This is an optimization exercise on Yosys and OpenROAD, whose aim is small area, a short achievable clock period and few clock cycles, not a production implementation.
Function was checked by simulation only, so behaviour that the tests miss may differ from the original.
Power is estimated from default activity; no workload was simulated.

--- flow/run.sh ---
#!/bin/bash
# synth_recipe.tcl (not shown) runs the flow's synth.tcl, then flattens the netlist and writes it again
# the make line also repeats each setting of config.mk as NAME=value (left out here)
make -C /OpenROAD-flow-scripts/flow DESIGN_CONFIG=/design/flow/config.mk WORK_HOME=/design/flow/orfs CLKGATE_MAP_FILE= SYNTH_SCRIPT=/design/flow/synth_recipe.tcl finish
--- flow/config.mk ---
export PLATFORM = sky130hd
export DESIGN_NAME = block_extent_translation_cache
export DESIGN_NICKNAME = block_extent_translation_cache
export VERILOG_FILES = /design/flow/design.v
export SDC_FILE = /design/flow/constraint.sdc
export NUM_CORES = 4
export LEC_CHECK = 0
export CAP_MARGIN = 20
export CORE_MARGIN = 2
export CORE_UTILIZATION = 40
export SLEW_MARGIN = 20
--- flow/constraint.sdc ---
create_clock -name core_clock -period 9.0 [get_ports {clk}]
set_input_delay 1.8000 -clock core_clock [delete_from_list [all_inputs] [get_ports {clk}]]
set_output_delay 1.8000 -clock core_clock [all_outputs]
set_load 0.01 [all_outputs]
--- flow/design.v ---
`timescale 1ns / 1ps
`default_nettype none
package betc_pkg;
  localparam int ENTRIES_DEFAULT = 8;
  localparam int BLK_W    = 64;
  localparam int LEN_W    = 16;
  localparam int MODE_W   = 2;
  localparam int STATUS_W = 3;
  localparam logic [MODE_W-1:0] MODE_LOOKUP = 2'd0;
  localparam logic [MODE_W-1:0] MODE_FILL   = 2'd1;
  localparam logic [MODE_W-1:0] MODE_TRUNC  = 2'd2;
  localparam logic [STATUS_W-1:0] STATUS_MISS      = 3'd0;
  localparam logic [STATUS_W-1:0] STATUS_HIT       = 3'd1;
  localparam logic [STATUS_W-1:0] STATUS_FILLED    = 3'd2;
  localparam logic [STATUS_W-1:0] STATUS_REJECTED  = 3'd3;
  localparam logic [STATUS_W-1:0] STATUS_TRUNCATED = 3'd4;
endpackage
`default_nettype wire
`timescale 1ns / 1ps
`default_nettype none
module betc_ram #(
  parameter int WIDTH = 32,
  parameter int DEPTH = 8
) (
  input  wire logic                     clk,
  input  wire logic                     wr_en,
  input  wire logic [$clog2(DEPTH)-1:0] wr_addr,
  input  wire logic [WIDTH-1:0]         wr_data,
  input  wire logic [$clog2(DEPTH)-1:0] rd_addr,
  output logic      [WIDTH-1:0]         rd_data
);
  logic [WIDTH-1:0] mem [DEPTH];
  always_ff @(posedge clk) begin
    if (wr_en) begin
      mem[wr_addr] <= wr_data;
    end
    rd_data <= mem[rd_addr];
  end
endmodule
`default_nettype wire
`timescale 1ns / 1ps
`default_nettype none
import betc_pkg::*;
module block_extent_translation_cache #(
  parameter int ENTRIES = ENTRIES_DEFAULT
) (
  input  wire logic                clk,
  input  wire logic                rst,
  input  wire logic                in_valid,
  output logic                     in_stall,
  input  wire logic [MODE_W-1:0]   mode,
  input  wire logic [BLK_W-1:0]    block_index,
  input  wire logic                create,
  input  wire logic [BLK_W-1:0]    extent_start,
  input  wire logic [BLK_W-1:0]    extent_phys,
  input  wire logic [LEN_W-1:0]    extent_count,
  input  wire logic [BLK_W-1:0]    eof_block,
  output logic                     out_valid,
  input  wire logic                out_stall,
  output logic      [STATUS_W-1:0] status,
  output logic      [BLK_W-1:0]    phys_block
);
  typedef struct packed {
    logic [BLK_W-1:0] lstart;
    logic [BLK_W-1:0] pstart;
    logic [LEN_W-1:0] len;
  } entry_t;
  typedef enum logic [2:0] {
    S_IDLE,
    S_SCAN,
    S_FILL,
    S_TRANS,
    S_FINISH
  } state_t;
  localparam int IDX_W = $clog2(ENTRIES);
  localparam int CNT_W = $clog2(ENTRIES + 1);
  localparam int ENT_W = 2 * BLK_W + LEN_W;
  localparam logic [IDX_W-1:0] LAST_IDX = IDX_W'(ENTRIES - 1);
  localparam logic [CNT_W-1:0] LAST_K   = CNT_W'(ENTRIES);
  function automatic logic in_extent(input logic [BLK_W:0] diff_ext,
                                     input logic [LEN_W-1:0] len);
    logic hi_zero;
    hi_zero = (diff_ext[BLK_W-1:LEN_W] == '0);
    in_extent = !diff_ext[BLK_W] && hi_zero && (diff_ext[LEN_W-1:0] < len);
  endfunction
  function automatic logic [IDX_W-1:0] advance(input logic [IDX_W-1:0] p);
    advance = (p == LAST_IDX) ? '0 : p + 1'b1;
  endfunction
  state_t state, state_next;
  logic [MODE_W-1:0] op_mode;
  logic [BLK_W-1:0]  op_blk;
  logic              op_create;
  logic [BLK_W-1:0]  op_xstart;
  logic [BLK_W-1:0]  op_xphys;
  logic [LEN_W-1:0]  op_xcount;
  logic [BLK_W-1:0]  op_lastb;
  logic [IDX_W-1:0]   mru;
  logic [IDX_W-1:0]   victim;
  logic [ENTRIES-1:0] valid;
  logic [CNT_W-1:0] issue_k;
  logic [CNT_W-1:0] eval_k;
  logic [IDX_W-1:0] eval_addr;
  logic             eval_valid;
  logic [BLK_W-1:0]    t_pstart;
  logic [BLK_W-1:0]    t_diff;
  logic [STATUS_W-1:0] res_status;
  logic [BLK_W-1:0]    res_phys;
  logic             wr_en;
  logic [IDX_W-1:0] wr_addr;
  logic [ENT_W-1:0] wr_data;
  logic [IDX_W-1:0] rd_addr;
  logic [ENT_W-1:0] rd_data;
  logic             in_accept;
  logic [IDX_W-1:0] issue_addr;
  entry_t           entry_rd;
  logic             op_is_lookup;
  logic             skip;
  logic [BLK_W-1:0] cmp_start;
  logic [LEN_W-1:0] cmp_len;
  logic [BLK_W:0]   diff_ext;
  logic             covered;
  logic             scan_hit;
  logic             scan_last;
  logic             trunc_clear;
  logic             fill_bad;
  logic [BLK_W-1:0] trans_phys;
  logic             out_free;
  betc_ram #(
    .WIDTH (ENT_W),
    .DEPTH (ENTRIES)
  ) u_table (
    .clk     (clk),
    .wr_en   (wr_en),
    .wr_addr (wr_addr),
    .wr_data (wr_data),
    .rd_addr (rd_addr),
    .rd_data (rd_data)
  );
  always_comb begin
    in_accept    = in_valid && !in_stall;
    issue_addr   = (issue_k == '0) ? mru : IDX_W'(issue_k - 1'b1);
    entry_rd     = valid[eval_addr] ? rd_data : '0;
    op_is_lookup = (op_mode == MODE_LOOKUP);
    skip         = (eval_k != '0) && (eval_addr == mru);
    cmp_start    = (state == S_FILL) ? op_xstart : entry_rd.lstart;
    cmp_len      = (state == S_FILL) ? op_xcount : entry_rd.len;
    diff_ext     = {1'b0, op_blk} - {1'b0, cmp_start};
    covered      = in_extent(diff_ext, cmp_len);
    scan_hit     = (state == S_SCAN) && eval_valid && op_is_lookup && !skip && covered;
    scan_last    = eval_valid && (eval_k == LAST_K);
    trunc_clear  = (state == S_SCAN) && eval_valid && !op_is_lookup
                   && (op_lastb <= entry_rd.lstart);
    fill_bad     = op_create ? ((op_xphys == '0) || !covered)
                             : ((op_xphys != '0) && !covered);
    trans_phys   = (t_pstart == '0) ? '0 : t_pstart + t_diff;
    out_free     = !out_valid || !out_stall;
  end
  always_comb begin
    state_next = state;
    case (state)
      S_IDLE: begin
        if (in_valid) begin
          case (mode)
            MODE_LOOKUP: state_next = S_SCAN;
            MODE_TRUNC:  state_next = S_SCAN;
            MODE_FILL:   state_next = S_FILL;
            default:     state_next = S_FINISH;
          endcase
        end
      end
      S_SCAN: begin
        if (scan_hit) begin
          state_next = S_TRANS;
        end else if (scan_last) begin
          state_next = S_FINISH;
        end
      end
      S_FILL: begin
        state_next = fill_bad ? S_FINISH : S_TRANS;
      end
      S_TRANS: begin
        state_next = S_FINISH;
      end
      S_FINISH: begin
        if (out_free) begin
          state_next = S_IDLE;
        end
      end
      default: state_next = S_IDLE;
    endcase
  end
  always_comb begin
    in_stall = (state != S_IDLE);
    rd_addr  = issue_addr;
    wr_en    = (state == S_FILL) && !fill_bad;
    wr_addr  = victim;
    wr_data  = {op_xstart, op_xphys, op_xcount};
  end
  always_ff @(posedge clk) begin
    if (rst) begin
      state      <= S_IDLE;
      mru        <= '0;
      victim     <= '0;
      valid      <= '0;
      eval_valid <= 1'b0;
      out_valid  <= 1'b0;
    end else begin
      state <= state_next;
      if (in_accept) begin
        eval_valid <= 1'b0;
      end else if (state == S_SCAN) begin
        eval_valid <= 1'b1;
      end
      if (scan_hit) begin
        mru <= eval_addr;
        if (eval_k != '0 && eval_addr == victim) begin
          victim <= advance(victim);
        end
      end
      if (trunc_clear) begin
        valid[eval_addr] <= 1'b0;
      end
      if (state == S_FILL && !fill_bad) begin
        valid[victim] <= 1'b1;
        mru           <= victim;
        victim        <= advance(victim);
      end
      if (state == S_TRANS && op_is_lookup && op_create && trans_phys == '0) begin
        victim <= mru;
      end
      if (state == S_FINISH && out_free) begin
        out_valid <= 1'b1;
      end else if (out_valid && !out_stall) begin
        out_valid <= 1'b0;
      end
    end
  end
  always_ff @(posedge clk) begin
    if (in_accept) begin
      op_mode    <= mode;
      op_blk     <= block_index;
      op_create  <= create;
      op_xstart  <= extent_start;
      op_xphys   <= extent_phys;
      op_xcount  <= extent_count;
      op_lastb   <= eof_block;
      issue_k    <= '0;
      eval_k     <= '0;
      eval_addr  <= '0;
      res_status <= (mode == MODE_TRUNC) ? STATUS_TRUNCATED : STATUS_MISS;
      res_phys   <= '0;
    end
    if (state == S_SCAN) begin
      eval_k    <= issue_k;
      eval_addr <= issue_addr;
      if (issue_k != LAST_K) begin
        issue_k <= issue_k + 1'b1;
      end
    end
    if (scan_hit) begin
      t_pstart   <= entry_rd.pstart;
      t_diff     <= diff_ext[BLK_W-1:0];
      res_status <= STATUS_HIT;
    end
    if (state == S_FILL) begin
      t_pstart   <= op_xphys;
      t_diff     <= diff_ext[BLK_W-1:0];
      res_status <= fill_bad ? STATUS_REJECTED : STATUS_FILLED;
    end
    if (state == S_TRANS) begin
      res_phys <= trans_phys;
    end
    if (state == S_FINISH && out_free) begin
      status     <= res_status;
      phys_block <= res_phys;
    end
  end
endmodule
`default_nettype wire
==> run summary <==
## routing by layer
metal | routed length [µm] | share of wire (%) | track usage, %
met1 | 94330 | 45 | 30.24
met2 | 98930 | 47 | 33.06
met3 | 12360 | 5.8 | 3.728
met4 | 5732 | 2.7 | 6.203
met5 | 13 | 0.0062 | 0
## where the power goes
group	total [µW]	internal (µW)	switching (µW)
Clock	7750	4460	3290
Combinational	6730	3290	3440
Sequential	11200	10500	652
Total	25600	18300	7380
## kinds of logic (layout without fill, tap and decap cells)
logic type,after synthesis,in the layout
buffers and inverters,270,820
adders and majority gates,218,218
xor gates and xnor gates,117,117
other,0,5
AOI/OAI and AO/OA,747,747
DFF,1863,1863
and+or+nand+nor,1118,1118
muxes,447,447
## Yosys cell counts, types with 8 or more instances
cell / instances
sky130_fd_sc_hd__o21a_1: 25
sky130_fd_sc_hd__o2111ai_1: 8
sky130_fd_sc_hd__a31o_2: 8
sky130_fd_sc_hd__or3_1: 19
sky130_fd_sc_hd__buf_2: 34
sky130_fd_sc_hd__ha_1: 216
sky130_fd_sc_hd__nand4_1: 81
sky130_fd_sc_hd__nor2_1: 246
sky130_fd_sc_hd__edfxtp_1: 1696
sky130_fd_sc_hd__nor3_1: 51
sky130_fd_sc_hd__xor2_1: 48
sky130_fd_sc_hd__and4_1: 12
sky130_fd_sc_hd__a31oi_1: 22
sky130_fd_sc_hd__nand2b_1: 20
sky130_fd_sc_hd__inv_1: 61
sky130_fd_sc_hd__mux4_2: 290
sky130_fd_sc_hd__nor2b_1: 20
sky130_fd_sc_hd__nor4_1: 61
sky130_fd_sc_hd__o211ai_1: 21
sky130_fd_sc_hd__buf_1: 41
sky130_fd_sc_hd__nand3_1: 111
sky130_fd_sc_hd__clkbuf_1: 127
sky130_fd_sc_hd__dfxtp_1: 167
sky130_fd_sc_hd__o21bai_1: 20
sky130_fd_sc_hd__a211oi_1: 19
sky130_fd_sc_hd__o21ai_1: 11
sky130_fd_sc_hd__and2_1: 33
sky130_fd_sc_hd__xnor2_1: 69
sky130_fd_sc_hd__a21oi_1: 286
sky130_fd_sc_hd__o21ai_0: 124
sky130_fd_sc_hd__a21boi_0: 8
sky130_fd_sc_hd__a21o_1: 82
sky130_fd_sc_hd__nand3b_1: 8
sky130_fd_sc_hd__mux2i_1: 10
sky130_fd_sc_hd__o31ai_1: 10
sky130_fd_sc_hd__nand2_1: 379
sky130_fd_sc_hd__and3_1: 26
sky130_fd_sc_hd__mux2_2: 147
sky130_fd_sc_hd__or2_2: 9
## flip-flops by register name, indices dropped and copies added, names as in the netlist, 4 cells and up
signal	flops
eval_k	4
issue_k	4
op_blk	64
op_lastb	64
op_xcount	16
op_xphys	64
op_xstart	64
phys_block	64
res_phys	64
t_diff	64
t_pstart	64
u_table.mem	1152
u_table.rd_data	144
valid	8
## stage by stage
stage	setup slack [ns]	total power, µW
floorplan	-0.7017	16050
global placement	0.7710	18080
detailed placement	0.6002	18100
CTS	0.5609	25880
global route	0.09901	26740
finish	0.4211	25640
## cell type report
| type | count | area share [%] |
|---|---|---|
| Multi-Input combinational cell | 2647 | 24.78 |
| Timing Repair Buffer | 404 | 4.645 |
| Inverter | 61 | 0.2697 |
| Sequential cell | 1863 | 60.00 |
| Tap cell | 2526 | 3.494 |
| Clock buffer | 269 | 5.818 |
| Clock inverter | 86 | 0.9876 |
| Antenna cell | 5 | 0.01383 |
## worst paths after layout
check | end | startpoint | slack (ns) | cells past startpoint
max | t_pstart[27]$_DFFE_PP_ | eval_addr[0]$_SDFFCE_PN0P_ | 0.42 | 25
min | phys_block[54]$_DFFE_PP_ | res_phys[54]$_SDFFCE_PN0P_ | 0.41 | 0
max reg2reg | t_pstart[27]$_DFFE_PP_ | eval_addr[0]$_SDFFCE_PN0P_ | 0.42 | 25
min reg2reg | phys_block[54]$_DFFE_PP_ | res_phys[54]$_SDFFCE_PN0P_ | 0.41 | 0
==> metrics.json <==
{
  "drt": {
    "route.detailed.vias_per_inst": 5.621,
    "detail_route.iter0.violations": 4686,
    "vias_post_dr": 44190,
    "drt-pass1-iter-count": 5,
    "route.detailed.wl_per_inst_um": 26.89,
    "drc_violations_left": 0,
    "ant_nets": 0,
    "wl_mm": 211.4
  },
  "placed_design": {
    "hpwlAfterDp_mm": 143.4,
    "routability_congestion_estimate_from_global_placement": 0.9576,
    "placed_area_um2": 84290,
    "placedCellCount": 7501,
    "numPortBuffers": 347
  },
  "worst_setup_path": {
    "crit_slowest_cell": "sky130_fd_sc_hd__nor4_4",
    "worstPathMaxFanout": 43,
    "critPathRequiredTime_ns": 9.51,
    "crit_top_cell": "sky130_fd_sc_hd__ha_1",
    "worst-endpoint-arrival_ns": 9.09,
    "timing.critical_path.max_delay_family": "simple AND/OR/NAND/NOR gates",
    "critical_path.max_stage_delay_ns": 0.62,
    "timing.critical_path.to_type": "register",
    "cp_launch_type": "register",
    "worstPathBufferInverterCount": 3,
    "timing_worst_setup_path_type": "register to register"
  },
  "cells_and_area": {
    "final_cell_area_um2": 90460,
    "fin_util_pct": 46.97,
    "mostFrequentLayoutCells": "1696 x sky130_fd_sc_hd__edfxtp_1, 376 x sky130_fd_sc_hd__nand2_1, 347 x sky130_fd_sc_hd__clkdlybuf4s50_1",
    "num-nets-final": 5662,
    "filler_cell_count": 16430,
    "final_layout_size_suffix_gt1_share_pct": 15.85,
    "layout.cells.most_common": "sky130_fd_sc_hd__edfxtp_1",
    "area_occupied_by_multi_input_gates_um2": 22410,
    "area_growth_syn_to_layout_pct": 16.58,
    "layout.cells.non_filler": 7861,
    "sequential_cell_area_um2": 54270
  },
  "clocking": {
    "ctsHtreeMaxLevel": 4,
    "post_cts_setup_repair_buffer_count": 0,
    "path_clk_slew_ns": 0.06,
    "ctsHoldBuffers": 0,
    "cts_resizes": 0,
    "cts_tree": "yes",
    "numClockSinks": 1863,
    "clock_latency_ns": 0.84,
    "clk_root_buffer_cell": "sky130_fd_sc_hd__clkbuf_16",
    "cts_inserted_buffers": 188,
    "max-clock-path-buffers": 3
  },
  "die": {
    "core_area_um2": 192600,
    "fp-row-count": 161,
    "die_h_um": 444.4,
    "dieWidth_um": 444.4,
    "dieArea_um2": 197500,
    "num_io_pins": 348,
    "floorplan.initialDensity_pct": 40.29
  },
  "timing": {
    "final_period_minus_worst_setup_slack_ns": 8.579,
    "worst_hold_check_slack_ns": 0.4122,
    "finalCritPeriodShare_pct": 95.32,
    "max-slew-margin-rel_pct": 25.88,
    "report.final.hold_viol_count": 0,
    "number_of_slew_limit_violations_in_the_final_report": 0,
    "tightest_slew_ns": 1.102,
    "setup_violations": 0,
    "setup_repair_after_global_routing_missed_its_margin": "no",
    "finalSetupTns_ns": 0,
    "finClkSkew_ns": 0.03336,
    "maxClockFrequency_mhz": 116.6
  },
  "run_status": {
    "outcome": "timing/DRC/antenna clean"
  },
  "hold_path": {
    "hold_class": "register to register"
  },
  "power_and_ir_drop": {
    "power.ir.vdd_worst_uv": 356.3,
    "power.leakage_uw": 0.02972,
    "p_per_area_nw_per_um2": 283.4
  },
  "yosys": {
    "dominant_combinational_cell_family_by_area_after_synthesis": "multiplexers",
    "synth.ff_latch_count": 1863,
    "yosys_warnings": 2,
    "synth_top_cell_by_area": "sky130_fd_sc_hd__edfxtp_1",
    "mappedNetlistArea_um2": 77590,
    "post_synthesis_area_per_instance_um2": 16.23,
    "syn_nets": 5277,
    "synth-seq-area-share_pct": 69.94,
    "compound_gate_fraction_of_synth_area_pct": 6.158,
    "ys_types": 96,
    "synthXorXnorAreaFrac_pct": 1.321,
    "yosys.area.top_type_share_pct": 65.64,
    "synthCells": 4780,
    "synthAdderAreaFrac_pct": 3.535,
    "async_reset_ff_share_pct": 0,
    "synth_edf_count": 1696,
    "simple_gate_share_of_the_synthesized_area_pct": 6.958,
    "synth.mux.area_fraction_pct": 10.68,
    "synthFlopType": "sky130_fd_sc_hd__edfxtp_1",
    "netlist_top_cells_area": "sky130_fd_sc_hd__edfxtp_1 66%, sky130_fd_sc_hd__mux4_2 8.4%, sky130_fd_sc_hd__dfxtp_1 4.3%"
  },
  "global_route": {
    "grt_first_pass_wirelength_mm": 305.6,
    "initial_antenna_violation_count": 9,
    "grt-ovfl-total": 0,
    "number_of_global_route_vias_before_repair": 43350,
    "grt_max_degree": 155,
    "globalRouteTotalUtil_pct": 21.12
  },
  "run": {
    "cap_viol_max_count": 0
  }
}
Testbench counts, summed over its fixed seeds: cycles 152,248.

==> re-timing with driven ports <==
No port has a modelled driver above. Below, the same layout with a new extraction and two added sets of constraints.
Step 1 sets driving cells, clkbuf_16 on the clock port and buf_2 on the other inputs (assumed; they add their load-dependent delay and slew).
Step 2 moves the port delays by t, midway between the first and last clock arrival at a register: inputs arrive t later, outputs are due t later. That takes back most of the time a late clock gives input paths.
Slacks: no drivers / after step 1 / after step 2; pairs: no drivers / after step 1.
t (ns): 0.904
setup WS [ns]: 0.421 / 0.421 / 0.421
hold WS [ns]: 0.412 / 0.412 / 0.412
worst setup path at the end: register to register
worst register clock-pin slew, ns: 0.07 / 0.07
After both steps setup and hold are still met in this run. For this run, drivers alone change the setup slack by 0.000 ns; drivers and shift together by 0.000 ns.
